From an optimization exercise on the open Yosys and OpenROAD flow, aimed at small area; shortcuts taken in it are not production practice.
In this exercise RTL edits were held to simulation tests only and were not proved equivalent to the original.
Power figures rest on the tool's default switching activity, not on a simulated workload.

==> delta: inputs <==
Design us_frontend_top, start of the top module:
module us_frontend_top (
	input logic clock_50,
	input logic rst_n,
	input logic [6-1:0] s_awaddr,
	input logic s_awvalid,
	output logic s_awready,
	input logic [32-1:0] s_wdata,
	input logic [32/8-1:0] s_wstrb,
	input logic s_wvalid,
	output logic s_wready,
	output logic [1:0] s_bresp,
	output logic s_bvalid,
	input logic s_bready,
	input logic [6-1:0] s_araddr,
	input logic s_arvalid,
	output logic s_arready,
	output logic [32-1:0] s_rdata,
	output logic [1:0] s_rresp,
	output logic s_rvalid,
	input logic s_rready,
	output logic bf_spi_cs_n,
	output logic bf_spi_sck,
	output logic bf_spi_sdo,
	input logic bf_spi_sdi,
	output logic bf_tx_en,
	output logic bf_reset,
	output logic pulser_en,
	output logic txrx_spi_en,  
	output logic txrx_sw_off,
	output logic [11-1:0] mux_cnt,
	output logic fifo_en  
);
	logic spi_start;
	logic [8-1:0] spi_num_bits;
	logic [70-1:0] spi_tx_data;
	logic [70-1:0] spi_rx_data;
	logic spi_done;
	logic spi_rx_valid;
	logic acq_start;
	logic [32-1:0] acq_init_delay;
	logic [32-1:0] acq_samples;
	logic [32-1:0] acq_tx_len;
	logic acq_done;
	us_axil_regs u_regs (
		.clock_50 (clock_50),
		.rst_n (rst_n),
		.s_awaddr (s_awaddr),
		.s_awvalid (s_awvalid),
		.s_awready (s_awready),
		.s_wdata (s_wdata),
		.s_wstrb (s_wstrb),
		.s_wvalid (s_wvalid),
		.s_wready (s_wready),
		.s_bresp (s_bresp),
		.s_bvalid (s_bvalid),
		.s_bready (s_bready),
		.s_araddr (s_araddr),
		.s_arvalid (s_arvalid),
		.s_arready (s_arready),
		.s_rdata (s_rdata),
		.s_rresp (s_rresp),
		.s_rvalid (s_rvalid),
		.s_rready (s_rready),
		.spi_start (spi_start),
		.spi_num_bits (spi_num_bits),
		.spi_tx_data (spi_tx_data),
		.spi_rx_data (spi_rx_data),
		.spi_done (spi_done),
		.spi_rx_valid (spi_rx_valid),
		.acq_start (acq_start),
  ...
Settings: LEC_CHECK=0, CAP_MARGIN=20, CORE_MARGIN=2, CORE_UTILIZATION=40, SLEW_MARGIN=20; clock period 10.0 ns.
run.sh (not shown) runs the stock make flow with config.mk's settings and CLKGATE_MAP_FILE= SYNTH_SCRIPT=/design/flow/synth_recipe.tcl, a recipe that flattens the netlist after the stock synthesis.
==> umber (differences from delta) <==
--- a/flow/design.v
+++ b/flow/design.v
@@ -72,99 +72,88 @@
 			end
 		end
 	end
 endmodule
 `timescale 1ns/1ps
 module lm96570_spi (
 	input logic clock_50,
 	input logic rst_n,
-	input logic cmd_start,
-	input logic [8-1:0] cmd_num_bits,
-	input logic [70-1:0] cmd_tx_data,
-	output logic [70-1:0] cmd_rx_data,
+	input logic cmd_start,  
+	input logic [8-1:0] cmd_num_bits,  
+	input logic [70-1:0] cmd_tx_data,  
+	output logic [70-1:0] cmd_rx_data,  
 	output logic cmd_rx_valid,  
-	output logic cmd_done,
+	output logic cmd_done,  
 	output logic cs_n,
 	output logic sck,
 	output logic sdo,
 	input logic sdi
 );
 	localparam int DW = 70;
 	localparam int HALF = 12;
 	localparam int DIV_W = $clog2(HALF);
 	localparam int BW = 8;
 	logic busy;
 	logic phase;  
-	logic [DIV_W-1:0] div_cnt;
+	logic samp;  
+	logic [DIV_W-1:0] div_cnt;  
 	logic [BW-1:0] bits_left;
-	logic samp;
 	logic [DW-1:0] sh;
 	logic [DW-1:0] hit;  
-	logic [DW-1:0] load_mask;
+	logic [DW-1:0] keep;  
 	logic start_ok, tick, fall, fin;
-	assign start_ok = cmd_start && !busy;
+	assign start_ok = cmd_start && !busy;  
 	assign tick = (div_cnt == DIV_W'(HALF - 1));
 	assign fall = busy && tick && phase;
 	assign fin = busy && tick && !phase && (bits_left == '0);
 	assign cs_n = !busy;
 	assign sck = phase;
 	always_comb begin
 		for (int i = 0; i < DW; i++) begin
 			hit[i] = (bits_left == BW'(i + 1));
-			load_mask[i] = (cmd_num_bits > BW'(i)) && (cmd_num_bits <= BW'(DW));
+			keep[i] = (cmd_num_bits > BW'(i)) && (cmd_num_bits <= BW'(DW));
 		end
 	end
 	assign sdo = busy && |(sh & hit);
 	always_ff @(posedge clock_50) begin
 		if (!rst_n) begin
 			busy <= 1'b0;
 			cmd_done <= 1'b0;
 			phase <= 1'b0;
 			cmd_rx_valid <= 1'b0;
 		end else if (start_ok) begin
 			busy <= 1'b1;
 			cmd_done <= 1'b0;
 			phase <= 1'b0;
 		end else if (busy && tick) begin
 			if (phase) begin
-				phase <= 1'b0;
-			end else if (bits_left == '0) begin
+				phase <= 1'b0;  
+			end else if (bits_left == '0) begin  
 				busy <= 1'b0;
 				cmd_done <= 1'b1;
 				cmd_rx_valid <= 1'b1;
 			end else begin
-				phase <= 1'b1;
+				phase <= 1'b1;  
 			end
 		end
 	end
 	always_ff @(posedge clock_50) begin
 		if (start_ok) begin
 			div_cnt <= '0;
 			bits_left <= cmd_num_bits;
 		end else begin
 			div_cnt <= tick ? '0 : div_cnt + 1'b1;
-			if (fall) begin
-				bits_left <= bits_left - 1'b1;
-			end
+			bits_left <= bits_left - BW'(fall);  
 		end
 		if (busy && tick && !phase) begin
 			samp <= sdi;
 		end
-	end
-	always_ff @(posedge clock_50) begin
-		for (int i = 0; i < DW; i++) begin
-			if (start_ok) begin
-				sh[i] <= cmd_tx_data[i] && load_mask[i];
-			end else if (fall && hit[i]) begin
-				sh[i] <= samp;
-			end
-		end
-	end
-	always_ff @(posedge clock_50) begin
+		sh <= ({DW{start_ok}} & cmd_tx_data & keep) |
+			({DW{!start_ok}} & ((hit & {DW{fall}} & {DW{samp}}) | (~(hit & {DW{fall}}) & sh)));
 		if (fin) begin
 			cmd_rx_data <= sh;
 		end
 	end
 endmodule
 `timescale 1ns/1ps
 module pulse_echo_fsm (
 	input logic clock_50,
@@ -185,17 +174,17 @@
 	logic dly_nz, smp_nz;  
 	logic tx_nz_in, dly_nz_in, smp_nz_in;
 	logic last;
 	logic start_ok;
 	logic to_dly, to_win;
 	assign tx_nz_in = |cfg_tx_len;
 	assign dly_nz_in = |cfg_init_delay;
 	assign smp_nz_in = |cfg_samples;
-	assign last = (cnt == TW'(1));
+	assign last = (cnt[TW-1:1] == '0);  
 	assign start_ok = cfg_start && !st_tx && !st_dly && !st_win;
 	assign tx_en = st_tx;
 	assign fifo_en = st_win;
 	assign cfg_done = st_done;
 	assign to_dly = st_tx && last && dly_nz;
 	assign to_win = (st_tx && last && !dly_nz && smp_nz) || (st_dly && last && smp_nz);
 	always_ff @(posedge clock_50) begin
 		if (start_ok) begin
@@ -330,42 +319,44 @@
 			if (rd_fire) begin
 				s_rvalid <= 1'b1;
 			end else if (s_rready) begin
 				s_rvalid <= 1'b0;
 			end
 		end
 	end
 	always_comb begin
-		logic rxs0, rxs1, rxs2;
-		rxs0 = rsel[6] && spi_rx_valid;
-		rxs1 = rsel[7] && spi_rx_valid;
-		rxs2 = rsel[8] && spi_rx_valid;
-		rd_word = ({DW{rsel[0]}} & ctrl_q) |
-			({DW{rsel[1]}} & DW'({acq_done, spi_done})) |
-			({DW{rsel[2]}} & DW'(nbits_q)) |
-			({DW{rsel[3]}} & tx_q[DW-1:0]) |
-			({DW{rsel[4]}} & tx_q[2*DW-1:DW]) |
-			({DW{rsel[5]}} & DW'(tx_q[SW-1:2*DW])) |
-			({DW{rxs0}} & spi_rx_data[DW-1:0]) |
-			({DW{rxs1}} & spi_rx_data[2*DW-1:DW]) |
-			({DW{rxs2}} & DW'(spi_rx_data[SW-1:2*DW])) |
-			({DW{rsel[9]}} & init_delay_q) |
-			({DW{rsel[10]}} & samples_q) |
-			({DW{rsel[11]}} & tx_len_q) |
-			({DW{rsel[12]}} & DW'(mux_q));
+		logic [12:0] rs;
+		rs = rsel & {13{!s_rvalid}};
+		rs[6] = rs[6] && spi_rx_valid;
+		rs[7] = rs[7] && spi_rx_valid;
+		rs[8] = rs[8] && spi_rx_valid;
+		rd_word = ({DW{rs[0]}} & ctrl_q) |
+			({DW{rs[1]}} & DW'({acq_done, spi_done})) |
+			({DW{rs[2]}} & DW'(nbits_q)) |
+			({DW{rs[3]}} & tx_q[DW-1:0]) |
+			({DW{rs[4]}} & tx_q[2*DW-1:DW]) |
+			({DW{rs[5]}} & DW'(tx_q[SW-1:2*DW])) |
+			({DW{rs[6]}} & spi_rx_data[DW-1:0]) |
+			({DW{rs[7]}} & spi_rx_data[2*DW-1:DW]) |
+			({DW{rs[8]}} & DW'(spi_rx_data[SW-1:2*DW])) |
+			({DW{rs[9]}} & init_delay_q) |
+			({DW{rs[10]}} & samples_q) |
+			({DW{rs[11]}} & tx_len_q) |
+			({DW{rs[12]}} & DW'(mux_q)) |
+			({DW{s_rvalid}} & s_rdata);
 	end
 	always_ff @(posedge clock_50) begin
 		if (!s_bvalid) begin
 			s_bresp[1] <= !wr_ok;
 		end
 		if (!s_rvalid) begin
-			s_rdata <= rd_word;
 			s_rresp[1] <= !rd_ok;
 		end
+		s_rdata <= rd_word;
 	end
 	assign s_bresp[0] = 1'b0;
 	assign s_rresp[0] = 1'b0;
 	delayed_pulser #(.DELAY(10)) u_spi_start (
 		.clock_50 (clock_50),
 		.rst_n (rst_n),
 		.level (ctrl_q[0]),
 		.pulse (spi_start)
==> flow/flow/run.sh (new file) <==
#!/bin/bash
# The standard layout, with three changes:
#  - after the standard synthesis, the gates between the registers are re-mapped by ABC
#    for area (reabc.tcl); every register keeps its instance, name and cell
#  - port buffers use the small sky130_fd_sc_hd__buf_1 (every port is still buffered)
#  - CTS clusters up to 30 sinks per leaf buffer and inserts no dummy loads
set -euo pipefail
export BUFFER_PORTS_ARGS="-buffer_cell sky130_fd_sc_hd__buf_1"
export CTS_ARGS="-sink_clustering_enable -repair_clock_nets -sink_clustering_size 30 -sink_clustering_max_diameter 100 -dont_use_dummy_load"

bash standard.sh synth > synth.log 2>&1

R=orfs/results/$FLOW_PLATFORM/us_frontend_top/base
cp $R/1_2_yosys.v std_1_2_yosys.v
export REABC_IN=std_1_2_yosys.v
export REABC_OUT=$R/1_2_yosys.v
export REABC_LIB=$FLOW_HOME/platforms/$FLOW_PLATFORM/lib/sky130_fd_sc_hd__tt_025C_1v80.lib
export REABC_SCRIPT=$(pwd)/flow/reabc.abc
export REABC_DONT_USE="$(grep -o -- '-dont_use [^ ]*' orfs/logs/$FLOW_PLATFORM/us_frontend_top/base/1_2_yosys.log | awk '{print $2}' | sort -u | tr '\n' ' ')"
yosys -c flow/reabc.tcl -l reabc.log > reabc.out 2>&1
rm -f $R/1_synth.odb $R/1_synth.sdc

bash standard.sh > standard.log 2>&1
==> flow/flow/reabc.abc (new file) <==
strash
&get -n
&deepsyn -T 60
&put
dch -f
amap -F 20 -A 30 -C 5000
topo
==> flow/flow/reabc.tcl (new file) <==
# Re-map the combinational logic of the standard synthesis netlist for area.
# Registers and tie cells are kept as they are (same instances, names and cells);
# only the gates between them are rebuilt by ABC.
# env: REABC_IN, REABC_OUT, REABC_LIB, REABC_SCRIPT, REABC_DONT_USE
yosys -import
set lib $::env(REABC_LIB)
read_liberty -ignore_miss_func $lib
read_verilog $::env(REABC_IN)
hierarchy -check -top $::env(FLOW_TOP)
set keep {}
foreach c [split [exec grep -o {sky130_fd_sc_hd__[a-z0-9_]*} $::env(REABC_IN) | sort -u] "\n"] {
  if {[regexp {df|conb|dl} $c]} { lappend keep $c }
}
puts "kept cells: $keep"
foreach c $keep { setattr -mod -set keep_hierarchy 1 $c }
flatten
# wires named after the flattened gate pins carry no design name
yosys rename -hide w:_*_.*
foreach c $keep { blackbox $c }
techmap
opt_expr
opt_clean
set du {}
foreach c $::env(REABC_DONT_USE) { lappend du -dont_use $c }
abc -liberty $lib {*}$du -script $::env(REABC_SCRIPT)
opt_clean
hilomap -singleton -hicell sky130_fd_sc_hd__conb_1 HI -locell sky130_fd_sc_hd__conb_1 LO
splitnets
opt_clean -purge
insbuf -buf sky130_fd_sc_hd__buf_4 A X
hierarchy -top $::env(FLOW_TOP)
write_verilog -noattr -nohex -nodec $::env(REABC_OUT)
# read the result back against the cell library and check it
design -reset
read_liberty -lib $lib
read_verilog $::env(REABC_OUT)
hierarchy -check -top $::env(FLOW_TOP)
check -assert -mapped
tee -o $::env(REABC_OUT).stat stat -liberty $lib
==> flow/standard.sh (new file) <==
#!/bin/bash
# synth_recipe.tcl (not shown) runs the flow's synth.tcl, then flattens the netlist and writes it again
# the make line also repeats each setting of config.mk as NAME=value (left out here)
make -C /OpenROAD-flow-scripts/flow DESIGN_CONFIG=/design/flow/config.mk WORK_HOME=/design/flow/orfs CLKGATE_MAP_FILE= SYNTH_SCRIPT=/design/flow/synth_recipe.tcl "${@:-finish}"
- CORE_UTILIZATION: 40 -> 70
- PLACE_DENSITY: default -> 0.85
removed: flow/run.sh
==> summary of the runs <==
Against umber, the area after synthesis of delta is higher by 16%.
Of delta and umber, delta has the higher clock power (gap 100%, measured against umber).
Sequential cell count is the same in delta and umber.
Against delta, the combinational power of umber is lower by about 24%.
Between umber and delta, the lower fmax is in delta (gap 4.1%, measured against delta).

## what the ideal ports hide
In the flow no input, the clock included, has a driving cell. The finished layouts below were timed again as built, in two steps.
Step 1 sets driving cells, clkbuf_16 on the clock port and buf_2 on the other inputs (assumed; they add their load-dependent delay and slew).
Step 2, shift: input delay + t, output delay - t, t = (earliest + latest rising clock arrival at the registers) / 2. This alone moves slack from input paths to output paths.
Slacks: ideal ports / drivers / drivers and shift; pairs: ideal ports / drivers.
run | t, ns | setup slack, ns | clock arrival spread, ns | cell pins on the clock port's net
delta | 0.665 | 4.088 / 4.028 / 4.521 | 0.017 / 0.017 | 1
umber | 0.589 | 4.322 / 4.322 / 4.322 | 0.060 / 0.060 | 1
After both steps every run listed still meets setup and hold.
